Background: an optimization exercise with open tools, aiming at small area and a short achievable clock period. Do not read the settings as production practice.
Function was checked by simulation only, so behaviour that the tests miss may differ from the original.

## zinc
Design decode_stage, start of the top module:
module decode_stage (
  input  logic                 clock,
  input  logic                 reset,
  input  logic                 if_valid,
  input  isa_pkg::word_t                if_instruction,
  input  isa_pkg::word_t                if_pc,
  input  logic                 ex_allow_in,
  input  logic                 ex_write_valid,
  input  isa_pkg::reg_addr_t            ex_write_register,
  input  logic                 wb_write_enable,
  input  isa_pkg::reg_addr_t            wb_write_register,
  input  isa_pkg::word_t                wb_write_data,
  output logic                 allow_in,
  output logic                 branch_taken,
  output isa_pkg::word_t                branch_target,
  output logic                 ex_valid,
  output isa_pkg::word_t                ex_pc,
  output isa_pkg::word_t                ex_rs_value,
  output isa_pkg::word_t                ex_rt_value,
  output logic [decode_pkg::imm_width-1:0] ex_immediate,
  output isa_pkg::reg_addr_t            ex_dest_register,
  output logic                 ex_register_write,
  output decode_pkg::alu_op_t              ex_alu_op,
  output logic                 ex_src1_is_shamt,
  output logic                 ex_src1_is_pc,
  output logic                 ex_src2_is_imm,
  output logic                 ex_src2_is_unsigned,
  output logic                 ex_src2_is_8,
  output logic                 ex_mem_write,
  output logic                 ex_is_load,
  output decode_pkg::mem_size_t            ex_mem_size,
  output logic                 ex_mem_unsigned
);
For scale: ~3200 cells after synthesis, ~1200 flip-flops.
export LEC_CHECK = 0
export CAP_MARGIN = 0
export CORE_MARGIN = 2
export CORE_UTILIZATION = 35
export SETUP_SLACK_MARGIN = 3.2
export SLEW_MARGIN = 0
export SYNTH_HIERARCHICAL = 1
create_clock -name core_clock -period 7.5 [get_ports {clock}]
standard.sh (not shown) runs the stock make flow with config.mk's settings and CLKGATE_MAP_FILE= SYNTH_SCRIPT=/design/flow/synth_recipe.tcl, a recipe that flattens the netlist after the stock synthesis.
==> flow/flow/run.sh <==
#!/bin/bash
# Standard layout with two changes: input/output ports get the smallest
# buffer (buf_1) instead of clkdlybuf4s50_1, and CTS adds no dummy loads.
# Every tool's output goes to ORFS's own per-step logs under orfs/logs;
# make's output goes to flow_make.log here.
set -euo pipefail
export BUFFER_PORTS_ARGS="-buffer_cell sky130_fd_sc_hd__buf_1"
export CTS_ARGS="-sink_clustering_enable -repair_clock_nets -sink_clustering_size 24 -sink_clustering_max_diameter 50 -dont_use_dummy_load"
bash standard.sh > flow_make.log 2>&1
The inputs of ember differ from those of zinc as listed below.
# zinc
export LEC_CHECK = 0
export CAP_MARGIN = 0
export CORE_MARGIN = 2
export CORE_UTILIZATION = 35
export SETUP_SLACK_MARGIN = 3.2
export SLEW_MARGIN = 0
export SYNTH_HIERARCHICAL = 1
create_clock -name core_clock -period 7.5 [get_ports {clock}]
# ember
export LEC_CHECK = 0
export CAP_MARGIN = 10
export CORE_MARGIN = 2
export CORE_UTILIZATION = 35
export SETUP_SLACK_MARGIN = 3.0
export SLEW_MARGIN = 10
export SYNTH_HIERARCHICAL = 1
create_clock -name core_clock -period 7.5 [get_ports {clock}]
==> flow/flow/run.sh <==
#!/bin/bash
# Standard layout with two changes: input/output ports get the smallest
# buffer (buf_1) instead of clkdlybuf4s50_1, and CTS adds no dummy loads.
# Every tool's output goes to ORFS's own per-step logs under orfs/logs;
# make's output goes to flow_make.log here.
set -euo pipefail
export BUFFER_PORTS_ARGS="-buffer_cell sky130_fd_sc_hd__buf_1"
export CTS_ARGS="-sink_clustering_enable -repair_clock_nets -sink_clustering_size 20 -sink_clustering_max_diameter 80 -dont_use_dummy_load"
bash standard.sh > flow_make.log 2>&1
### Flow results
- ember ran to completion and came out clean on the timing, design-rule and antenna checks.
- ember and zinc ended up with nearly the same number of sinks driven by the clock tree.
- Lower global-route wire length before repair was reported by zinc, not ember.
- ember: count of buffers added by post-CTS timing repair for setup is 17% lower than what zinc reported.
- Going from zinc to ember, the number of cells in the finished layout apart from fillers was found to have gone down by about 0.8%.
- Post-route cell area on ember is down relative to zinc.
- ember against zinc; non-clock buffer count is down slightly.
- Re maximum fanout along the worst path: ember and zinc aren't equal, and the lower value belongs to zinc.

## static timing again, ports no longer ideal
No port has a modelled driver above. Below, the same layouts with a new extraction and two added sets of constraints.
Step 1 assumes that a clkbuf_16 drives the clock port and a buf_2 every other input.
Step 2, shift: input delay + t, output delay - t, t = (earliest + latest rising clock arrival at the registers) / 2. This alone moves slack from input paths to output paths.
Three values: ideal ports, drivers, drivers and shift; two values: the first two.
| run | t (ns) | setup slack, ns | worst register clock-pin slew, ns | cell pins on the clock port's net |
|---|---|---|---|---|
| zinc | 0.774 | 2.664 / 2.501 / 2.424 | 0.08 / 0.08 | 1 |
| ember | 0.739 | 2.544 / 2.366 / 2.236 | 0.09 / 0.09 | 1 |
After both steps every run listed still meets setup and hold. For ember, which loses most, drivers alone change the setup slack by -0.178 ns; drivers and shift together by -0.308 ns.
